Background: an optimization exercise with open tools, aiming at small area and a short achievable clock period. Do not read the settings as production practice. RTL that was checked went through simulation tests only; none was proved equivalent to the original. No activity file was given, so power comes from the tool's default toggle rates.

==> run F <==
Design pe_with_buffers, start of the top module:
module pe_with_buffers (
    input  logic        clk,
    input  logic        rst_n,
    input  logic        cyc,
    input  logic        stb,
    input  logic        we,
    input  logic [2:0]  adr,
    input  logic [31:0] dat_w,
    output logic [31:0] dat_r,
    output logic        ack,
    output logic        m_valid,
    output logic [24:0] m_beat,
    output logic        pe_ready,
    output logic        pe_idle
);
export LEC_CHECK = 0
export ABC_AREA = 1
export CAP_MARGIN = 20
export CORE_MARGIN = 2
export CORE_UTILIZATION = 50
export CTS_CLUSTER_DIAMETER = 60
export CTS_CLUSTER_SIZE = 25
export PLACE_DENSITY = 0.65
export SLEW_MARGIN = 20
create_clock -name core_clock -period 10.0 [get_ports {clk}]
standard.sh (not shown) runs the stock make flow with config.mk's settings and CLKGATE_MAP_FILE= SYNTH_SCRIPT=/design/flow/synth_recipe.tcl, a recipe that flattens the netlist after the stock synthesis.
==> flow/flow/run.sh <==
#!/bin/bash
# The standard layout (standard.sh, unchanged synthesis), with timing repair
# aimed below the clock period and plain buffers on the ports.
set -euo pipefail
cd "$(dirname "${BASH_SOURCE[0]}")/.."
bash standard.sh SETUP_SLACK_MARGIN=6.7 TNS_END_PERCENT=100 \
    "BUFFER_PORTS_ARGS=-buffer_cell sky130_fd_sc_hd__buf_2" finish > flow_make.log 2>&1
==> run B: changes against run F <==
--- a/flow/design.v
+++ b/flow/design.v
@@ -50,40 +50,43 @@
     assign is_pixel    = we && (adr == 3'd4);
     assign accept      = pending && (!is_pixel || row_active);
     assign wr_acc      = accept && we;
     assign is_cmd      = wr_acc && (adr == 3'd3);
     assign load_kernel = is_cmd && dat_w[0];
     assign mid_row     = is_cmd && dat_w[1];
     assign last_row    = is_cmd && dat_w[2];
     assign pixel_valid = accept && is_pixel;
-    logic first_chan_d;
-    assign first_chan_d = !rst_n ? 1'b0 : (wr_acc && adr == 3'd2) ? dat_w[0] : first_chan;
     always_ff @(posedge clk) begin
         if (!rst_n) begin
             ack        <= 1'b0;
             first_chan <= 1'b0;
             last_chan  <= 1'b0;
             ready_flag <= 1'b0;
         end else begin
             ack <= accept;
             if (load_kernel) begin
                 ready_flag <= 1'b0;
             end else if (pe_ready) begin
                 ready_flag <= 1'b1;
             end
-            first_chan <= first_chan_d;
             if (wr_acc && adr == 3'd2) begin
+                first_chan <= dat_w[0];
                 last_chan  <= dat_w[1];
             end
         end
     end
+    logic [23:0] wdat_q;
+    logic        wr_kern_q, wr_bias_q;
     always_ff @(posedge clk) begin
-        if (wr_acc && adr == 3'd0) kernel <= dat_w[23:0];
-        if (wr_acc && adr == 3'd1) bias   <= dat_w[23:0];
+        wdat_q    <= dat_w[23:0];
+        wr_kern_q <= wr_acc && adr == 3'd0;
+        wr_bias_q <= wr_acc && adr == 3'd1;
+        if (wr_kern_q) kernel <= wdat_q;
+        if (wr_bias_q) bias   <= wdat_q;
     end
     logic [23:0] rd_lo;
     logic        rd_hi;
     always_comb begin
         rd_lo = '0;
         rd_hi = 1'b0;
         case (adr)
             3'd0: rd_lo = kernel;
@@ -148,17 +151,16 @@
     end
     logic row_start, wr_kernel, cnt_rst, in_lc_write;
     assign row_start   = (state == S_WAIT_MID) || (state == S_WAIT_LAST) ||
                          (state == S_WAIT_MID_LC) || (state == S_WAIT_LAST_LC);
     assign wr_kernel   = (state == S_LOAD);
     assign cnt_rst     = (state == S_RESET) || (state == S_RST_CNT) || (state == S_RST_CNT_LC);
     assign in_lc_write = (state == S_WRITE_MID_LC) || (state == S_WRITE_LAST_LC);
     localparam logic [23:0] PROD_OFS = 24'd43520;
-    localparam logic [17:0] M0_OFS   = 18'd130560;    
     function automatic logic [11:0] booth_enc(input logic [7:0] x);
         logic [8:0] xe;
         xe = {x, 1'b0};
         for (int i = 0; i < 4; i++) begin
             booth_enc[3*i]   = xe[2*i+1] ^ xe[2*i];
             booth_enc[3*i+1] = (xe[2*i+2] & ~xe[2*i+1] & ~xe[2*i]) |
                                (~xe[2*i+2] & xe[2*i+1] & xe[2*i]);
             booth_enc[3*i+2] = xe[2*i+2] & ~(xe[2*i+1] & xe[2*i]);
@@ -184,27 +186,34 @@
         s1 = r0 ^ r1 ^ r2;
         c1 = ((r0 & r1) | (r0 & r2) | (r1 & r2)) << 1;
         s2 = s1 ^ c1 ^ r3;
         c2 = ((s1 & c1) | (s1 & r3) | (c1 & r3)) << 1;
         booth_rows = {c2, s2};
     endfunction
     logic        win_full;
     logic [11:0] dig_in;      
-    logic [11:0] sdig_q;      
+    logic [11:0] dig_q;       
+    logic [11:0] pdig_q;      
     logic        pv_q;        
     logic        pv_q2;       
     logic [16:0] ps_q, pc_q;  
     logic [16:0] m1_q;        
-    logic [17:0] m0_q;        
+    logic [16:0] m0_q;        
     logic [16:0] n0_q;        
     logic [23:0] sum_q;       
     assign win_full = (win_cnt == 2'd2);
+    logic [26:0] kneg_q;
     always_ff @(posedge clk) begin
-        if (wr_kernel) kern_q <= kernel;
+        if (wr_kernel) begin
+            kern_q <= kernel;
+            kneg_q <= {9'd0 - {kernel[23], kernel[23:16]},
+                       9'd0 - {kernel[15], kernel[15:8]},
+                       9'd0 - {kernel[7], kernel[7:0]}};
+        end
     end
     always_ff @(posedge clk) begin
         if (!rst_n) begin
             win_cnt   <= '0;
             out_valid <= 1'b0;
         end else begin
             out_valid <= pixel_valid && win_full;
             if (row_start) begin
@@ -213,109 +222,96 @@
                 win_cnt <= win_cnt + 1'b1;
             end
         end
     end
     logic [9:0] w0p, w1p, w2p, w0n, w1n, w2n;
     assign w0p = {{2{kern_q[7]}},  kern_q[7:0]};
     assign w1p = {{2{kern_q[15]}}, kern_q[15:8]};
     assign w2p = {{2{kern_q[23]}}, kern_q[23:16]};
-    assign w0n = 10'd0 - w0p;
-    assign w1n = 10'd0 - w1p;
-    assign w2n = 10'd0 - w2p;
+    assign w0n = {kneg_q[8],  kneg_q[8:0]};
+    assign w1n = {kneg_q[17], kneg_q[17:9]};
+    assign w2n = {kneg_q[26], kneg_q[26:18]};
     logic [33:0] rows_in;
     assign dig_in  = booth_enc(dat_w[7:0]);
     assign rows_in = booth_rows(dig_in, w2p, w2n);
     logic [33:0] rows_sh;
     logic [16:0] prod_sh;
+    logic [11:0] dig_sh;
     logic [9:0]  wp_sh, wn_sh;
-    assign rows_sh = booth_rows(sdig_q, wp_sh, wn_sh);
+    assign dig_sh  = pv_q ? dig_q : pdig_q;
+    assign wp_sh   = pv_q ? w1p : w0p;
+    assign wn_sh   = pv_q ? w1n : w0n;
+    assign rows_sh = booth_rows(dig_sh, wp_sh, wn_sh);
     assign prod_sh = rows_sh[16:0] + rows_sh[33:17];
     always_ff @(posedge clk) begin
+        dig_q <= dig_in;
         ps_q  <= rows_in[16:0];
         pc_q  <= rows_in[33:17];
         pv_q  <= pixel_valid;
         pv_q2 <= pv_q;
-        if (pixel_valid) begin
-            sdig_q <= dig_in;
-        end
-        wp_sh <= pixel_valid ? w1p : w0p;
-        wn_sh <= pixel_valid ? w1n : w0n;
         if (pv_q) begin
-            m1_q <= prod_sh;
-            m0_q <= {1'b0, n0_q} - M0_OFS;
+            pdig_q <= dig_q;
+            m1_q   <= prod_sh;
+            m0_q   <= n0_q;
         end
         if (pv_q2) begin
             n0_q <= prod_sh;
         end
     end
     logic [23:0] ring [4][8];
     logic [2:0]  rot  [4];
+    logic [23:0] head;
     logic [23:0] base;
     logic [23:0] wr_data;
-    logic [4:0]  wr_addr_d;
-    logic [3:0]  wr_row, mis, shift_row;
-    logic [4:0]  bsel_q;      
-    always_comb begin
-        if (!rst_n || cnt_rst) begin
-            wr_addr_d = '0;
-        end else if (out_valid) begin
-            wr_addr_d = wr_addr + 1'b1;
-        end else begin
-            wr_addr_d = wr_addr;
-        end
-    end
-    for (genvar r = 0; r < 4; r++) begin : g_rot
-        assign wr_row[r]    = out_valid && (wr_addr[4:3] == r);
-        assign mis[r]       = rot[r] != ((wr_addr[4:3] == r) ? wr_addr[2:0] : 3'd0);
-        assign shift_row[r] = wr_row[r] || mis[r];
-    end
-    always_ff @(posedge clk) begin
-        if (first_chan_d) bsel_q <= 5'b10000;
-        else              bsel_q <= {1'b0, 4'b0001 << wr_addr_d[4:3]};
-    end
-    assign base = ({24{bsel_q[0]}} & ring[0][0]) | ({24{bsel_q[1]}} & ring[1][0]) |
-                  ({24{bsel_q[2]}} & ring[2][0]) | ({24{bsel_q[3]}} & ring[3][0]) |
-                  ({24{bsel_q[4]}} & bias);
-    logic [23:0] sc, sd, m0x;
-    assign m0x = {{6{m0_q[17]}}, m0_q};
+    assign head = ring[wr_addr[4:3]][0];
+    assign base = first_chan ? bias : head;
+    logic [23:0] sa, sb, sc, sd;
+    localparam logic [23:0] SUM_K = 24'd0 - 3 * PROD_OFS;
     always_comb begin
-        sc = base ^ {7'd0, m1_q} ^ m0x;
-        sd = ((base & {7'd0, m1_q}) | (base & m0x) | ({7'd0, m1_q} & m0x)) << 1;
+        sa = base ^ {7'd0, m1_q} ^ {7'd0, m0_q};
+        sb = ((base & {7'd0, m1_q}) | (base & {7'd0, m0_q}) | ({7'd0, m1_q} & {7'd0, m0_q})) << 1;
+        sc = sa ^ sb ^ SUM_K;
+        sd = ((sa & sb) | (sa & SUM_K) | (sb & SUM_K)) << 1;
     end
     always_ff @(posedge clk) begin
         sum_q <= sc + sd;
     end
     logic [23:0] oa, ob;
     always_comb begin
         oa = sum_q ^ {7'd0, ps_q} ^ {7'd0, pc_q};
         ob = ((sum_q & {7'd0, ps_q}) | (sum_q & {7'd0, pc_q}) | ({7'd0, ps_q} & {7'd0, pc_q})) << 1;
     end
     assign wr_data = oa + ob;
-    logic [23:0] ring_in, recirc;
-    assign recirc  = ({24{mis[0]}} & ring[0][0]) | ({24{mis[1]}} & ring[1][0]) |
-                     ({24{mis[2]}} & ring[2][0]) | ({24{mis[3]}} & ring[3][0]);
-    assign ring_in = out_valid ? wr_data : recirc;
     for (genvar r = 0; r < 4; r++) begin : g_row
+        logic       wr_r, shift_r;
+        logic [2:0] home;
+        assign home    = (wr_addr[4:3] == r) ? wr_addr[2:0] : 3'd0;
+        assign wr_r    = out_valid && (wr_addr[4:3] == r);
+        assign shift_r = wr_r || (rot[r] != home);
         always_ff @(posedge clk) begin
-            if (shift_row[r]) begin
+            if (shift_r) begin
                 for (int s = 0; s < 7; s++) ring[r][s] <= ring[r][s+1];
-                ring[r][7] <= ring_in;
+                ring[r][7] <= wr_r ? wr_data : ring[r][0];
+                rot[r]     <= rot[r] + 3'd1;
             end
-            rot[r] <= rot[r] + {2'd0, shift_row[r]};
         end
     end
     always_ff @(posedge clk) begin
         if (!rst_n) begin
             wr_addr  <= '0;
             row_done <= 1'b0;
             m_valid  <= 1'b0;
         end else begin
             m_valid <= out_valid && in_lc_write;
-            wr_addr <= wr_addr_d;
+            if (cnt_rst) begin
+                wr_addr <= '0;
+            end else if (out_valid) begin
+                wr_addr <= wr_addr + 1'b1;
+            end
             if (row_start) begin
                 row_done <= 1'b0;
             end else if (out_valid && wr_addr[2:0] == 3'd7) begin
                 row_done <= 1'b1;
             end
         end
     end
     always_ff @(posedge clk) begin
==> flow/run.sh (new file) <==
#!/bin/bash
# synth_recipe.tcl (not shown) runs the flow's synth.tcl, then flattens the netlist and writes it again
# the make line also repeats each setting of config.mk as NAME=value (left out here)
make -C /OpenROAD-flow-scripts/flow DESIGN_CONFIG=/design/flow/config.mk WORK_HOME=/design/flow/orfs CLKGATE_MAP_FILE= SYNTH_SCRIPT=/design/flow/synth_recipe.tcl finish
- ABC_AREA: 1 -> not set
- CORE_UTILIZATION: 50 -> 40
- CTS_CLUSTER_DIAMETER: 60 -> not set
- CTS_CLUSTER_SIZE: 25 -> not set
- PLACE_DENSITY: 0.65 -> 0.6
- SETUP_SLACK_MARGIN: not set -> 5
removed: flow/flow/run.sh
removed: flow/standard.sh
==> run D: changes against run F <==
--- a/flow/design.v
+++ b/flow/design.v
@@ -71,19 +71,24 @@
                 ready_flag <= 1'b1;
             end
             first_chan <= first_chan_d;
             if (wr_acc && adr == 3'd2) begin
                 last_chan  <= dat_w[1];
             end
         end
     end
+    logic [23:0] wdat_q;
+    logic        wr_kern_q, wr_bias_q;
     always_ff @(posedge clk) begin
-        if (wr_acc && adr == 3'd0) kernel <= dat_w[23:0];
-        if (wr_acc && adr == 3'd1) bias   <= dat_w[23:0];
+        wdat_q    <= dat_w[23:0];
+        wr_kern_q <= wr_acc && adr == 3'd0;
+        wr_bias_q <= wr_acc && adr == 3'd1;
+        if (wr_kern_q) kernel <= wdat_q;
+        if (wr_bias_q) bias   <= wdat_q;
     end
     logic [23:0] rd_lo;
     logic        rd_hi;
     always_comb begin
         rd_lo = '0;
         rd_hi = 1'b0;
         case (adr)
             3'd0: rd_lo = kernel;
@@ -193,18 +198,24 @@
     logic        pv_q;        
     logic        pv_q2;       
     logic [16:0] ps_q, pc_q;  
     logic [16:0] m1_q;        
     logic [17:0] m0_q;        
     logic [16:0] n0_q;        
     logic [23:0] sum_q;       
     assign win_full = (win_cnt == 2'd2);
+    logic [26:0] kneg_q;
     always_ff @(posedge clk) begin
-        if (wr_kernel) kern_q <= kernel;
+        if (wr_kernel) begin
+            kern_q <= kernel;
+            kneg_q <= {9'd0 - {kernel[23], kernel[23:16]},
+                       9'd0 - {kernel[15], kernel[15:8]},
+                       9'd0 - {kernel[7], kernel[7:0]}};
+        end
     end
     always_ff @(posedge clk) begin
         if (!rst_n) begin
             win_cnt   <= '0;
             out_valid <= 1'b0;
         end else begin
             out_valid <= pixel_valid && win_full;
             if (row_start) begin
@@ -213,19 +224,19 @@
                 win_cnt <= win_cnt + 1'b1;
             end
         end
     end
     logic [9:0] w0p, w1p, w2p, w0n, w1n, w2n;
     assign w0p = {{2{kern_q[7]}},  kern_q[7:0]};
     assign w1p = {{2{kern_q[15]}}, kern_q[15:8]};
     assign w2p = {{2{kern_q[23]}}, kern_q[23:16]};
-    assign w0n = 10'd0 - w0p;
-    assign w1n = 10'd0 - w1p;
-    assign w2n = 10'd0 - w2p;
+    assign w0n = {kneg_q[8],  kneg_q[8:0]};
+    assign w1n = {kneg_q[17], kneg_q[17:9]};
+    assign w2n = {kneg_q[26], kneg_q[26:18]};
     logic [33:0] rows_in;
     assign dig_in  = booth_enc(dat_w[7:0]);
     assign rows_in = booth_rows(dig_in, w2p, w2n);
     logic [33:0] rows_sh;
     logic [16:0] prod_sh;
     logic [9:0]  wp_sh, wn_sh;
     assign rows_sh = booth_rows(sdig_q, wp_sh, wn_sh);
     assign prod_sh = rows_sh[16:0] + rows_sh[33:17];
@@ -247,35 +258,42 @@
             n0_q <= prod_sh;
         end
     end
     logic [23:0] ring [4][8];
     logic [2:0]  rot  [4];
     logic [23:0] base;
     logic [23:0] wr_data;
     logic [4:0]  wr_addr_d;
-    logic [3:0]  wr_row, mis, shift_row;
+    logic [2:0]  rot_d [4];
+    logic [3:0]  wr_row, shift_row, mis_d;
     logic [4:0]  bsel_q;      
     always_comb begin
         if (!rst_n || cnt_rst) begin
             wr_addr_d = '0;
         end else if (out_valid) begin
             wr_addr_d = wr_addr + 1'b1;
         end else begin
             wr_addr_d = wr_addr;
         end
     end
     for (genvar r = 0; r < 4; r++) begin : g_rot
         assign wr_row[r]    = out_valid && (wr_addr[4:3] == r);
-        assign mis[r]       = rot[r] != ((wr_addr[4:3] == r) ? wr_addr[2:0] : 3'd0);
-        assign shift_row[r] = wr_row[r] || mis[r];
+        assign shift_row[r] = wr_row[r] ||
+                              (rot[r] != ((wr_addr[4:3] == r) ? wr_addr[2:0] : 3'd0));
+        assign rot_d[r]     = rot[r] + {2'd0, shift_row[r]};
+        assign mis_d[r]     = rot_d[r] != ((wr_addr_d[4:3] == r) ? wr_addr_d[2:0] : 3'd0);
     end
     always_ff @(posedge clk) begin
-        if (first_chan_d) bsel_q <= 5'b10000;
-        else              bsel_q <= {1'b0, 4'b0001 << wr_addr_d[4:3]};
+        if (mis_d[0])          bsel_q <= 5'b00001;
+        else if (mis_d[1])     bsel_q <= 5'b00010;
+        else if (mis_d[2])     bsel_q <= 5'b00100;
+        else if (mis_d[3])     bsel_q <= 5'b01000;
+        else if (first_chan_d) bsel_q <= 5'b10000;
+        else                   bsel_q <= {1'b0, 4'b0001 << wr_addr_d[4:3]};
     end
     assign base = ({24{bsel_q[0]}} & ring[0][0]) | ({24{bsel_q[1]}} & ring[1][0]) |
                   ({24{bsel_q[2]}} & ring[2][0]) | ({24{bsel_q[3]}} & ring[3][0]) |
                   ({24{bsel_q[4]}} & bias);
     logic [23:0] sc, sd, m0x;
     assign m0x = {{6{m0_q[17]}}, m0_q};
     always_comb begin
         sc = base ^ {7'd0, m1_q} ^ m0x;
@@ -285,27 +303,25 @@
         sum_q <= sc + sd;
     end
     logic [23:0] oa, ob;
     always_comb begin
         oa = sum_q ^ {7'd0, ps_q} ^ {7'd0, pc_q};
         ob = ((sum_q & {7'd0, ps_q}) | (sum_q & {7'd0, pc_q}) | ({7'd0, ps_q} & {7'd0, pc_q})) << 1;
     end
     assign wr_data = oa + ob;
-    logic [23:0] ring_in, recirc;
-    assign recirc  = ({24{mis[0]}} & ring[0][0]) | ({24{mis[1]}} & ring[1][0]) |
-                     ({24{mis[2]}} & ring[2][0]) | ({24{mis[3]}} & ring[3][0]);
-    assign ring_in = out_valid ? wr_data : recirc;
+    logic [23:0] ring_in;
+    assign ring_in = out_valid ? wr_data : base;
     for (genvar r = 0; r < 4; r++) begin : g_row
         always_ff @(posedge clk) begin
             if (shift_row[r]) begin
                 for (int s = 0; s < 7; s++) ring[r][s] <= ring[r][s+1];
                 ring[r][7] <= ring_in;
             end
-            rot[r] <= rot[r] + {2'd0, shift_row[r]};
+            rot[r] <= rot_d[r];
         end
     end
     always_ff @(posedge clk) begin
         if (!rst_n) begin
             wr_addr  <= '0;
             row_done <= 1'b0;
             m_valid  <= 1'b0;
         end else begin
- ABC_AREA: 1 -> not set
- CORE_UTILIZATION: 50 -> 40
- CTS_CLUSTER_DIAMETER: 60 -> not set
- CTS_CLUSTER_SIZE: 25 -> not set
- PLACE_DENSITY: 0.65 -> 0.6
==> summary.txt <==
| metric | run D | run B | run F |
|---|---|---|---|
| Vias in the first global route | 21104 | 21018 | 21001 |
| Number of enable-type register cells in the synthesized netlist | 928 | 927 | 904 |
| Outcome | no timing/DRC/antenna violations | no timing/DRC/antenna violations | no timing/DRC/antenna violations |
| Seq cells post-synth | 1110 | 1098 | 1060 |
| Yosys Warn Count | 4 | 3 | 3 |
| Post-synthesis adder-cell area fraction | 5.70% | 5.76% | 5.85% |
| Half-perimeter wire length after detailed placement | 54600 um | 55800 um | 55800 um |
| Relative slew margins | 24.8% | 25.3% | 30.3% |
| Avg Inst Size Synth | 17.0 um^2 | 16.6 um^2 | 15.1 um^2 |
| CTS clock-pin slew for the worst setup and hold paths | 0.07 ns | 0.06 ns | 0.09 ns |
| Pre-Repair DR Iteration Count | 5 | 6 | 6 |
| Wire length on met1 | 39400 um | 41100 um | 37500 um |
| Portion of total power attributed to the clock network | 40.9% | 41.1% | 24.2% |
| Num CTS Buffers | 110 | 111 | 71 |
| Clock latency reported for the late side of the worst-skew pair | 0.73 ns | 0.71 ns | 0.63 ns |
| Total stage count of the critical path | 18 | 18 | 17 |
| Iter 0 DRT Violations | 1728 | 1973 | 1799 |
| Final non-filler cell area | 48900 um^2 | 48200 um^2 | 45700 um^2 |
No functional check of the RTL was part of run D.

-- what the ideal ports hide --
The results above use ideal ports. As a check the final layouts listed here were re-extracted and re-timed, cells and wires unchanged. Step 1 assumes that a clkbuf_16 drives the clock port and a buf_2 every other input. Step 2 moves the port delays by t, midway between the first and last clock arrival at a register: inputs arrive t later, outputs are due t later. That takes back most of the time a late clock gives input paths. Three values: ideal ports, drivers, drivers and shift; two values: the first two.
| run | t (ns) | setup WS [ns] | worst setup path at the end | worst slew at a driven data input, ns | cell pins on the clock port's net |
|---|---|---|---|---|---|
| run F | 0.668 | 6.518 / 6.518 / 5.863 | input to register | 0.08 | 1 |
| run B | 0.760 | 5.137 / 5.137 / 4.989 | input to register | 0.11 | 1 |
| run D | 0.758 | 5.961 / 5.961 / 5.666 | input to register | 0.19 | 1 |
After both steps setup and hold are still met in every run listed. For run F, which loses most, drivers alone change the setup slack by 0.000 ns; drivers and shift together by -0.655 ns.
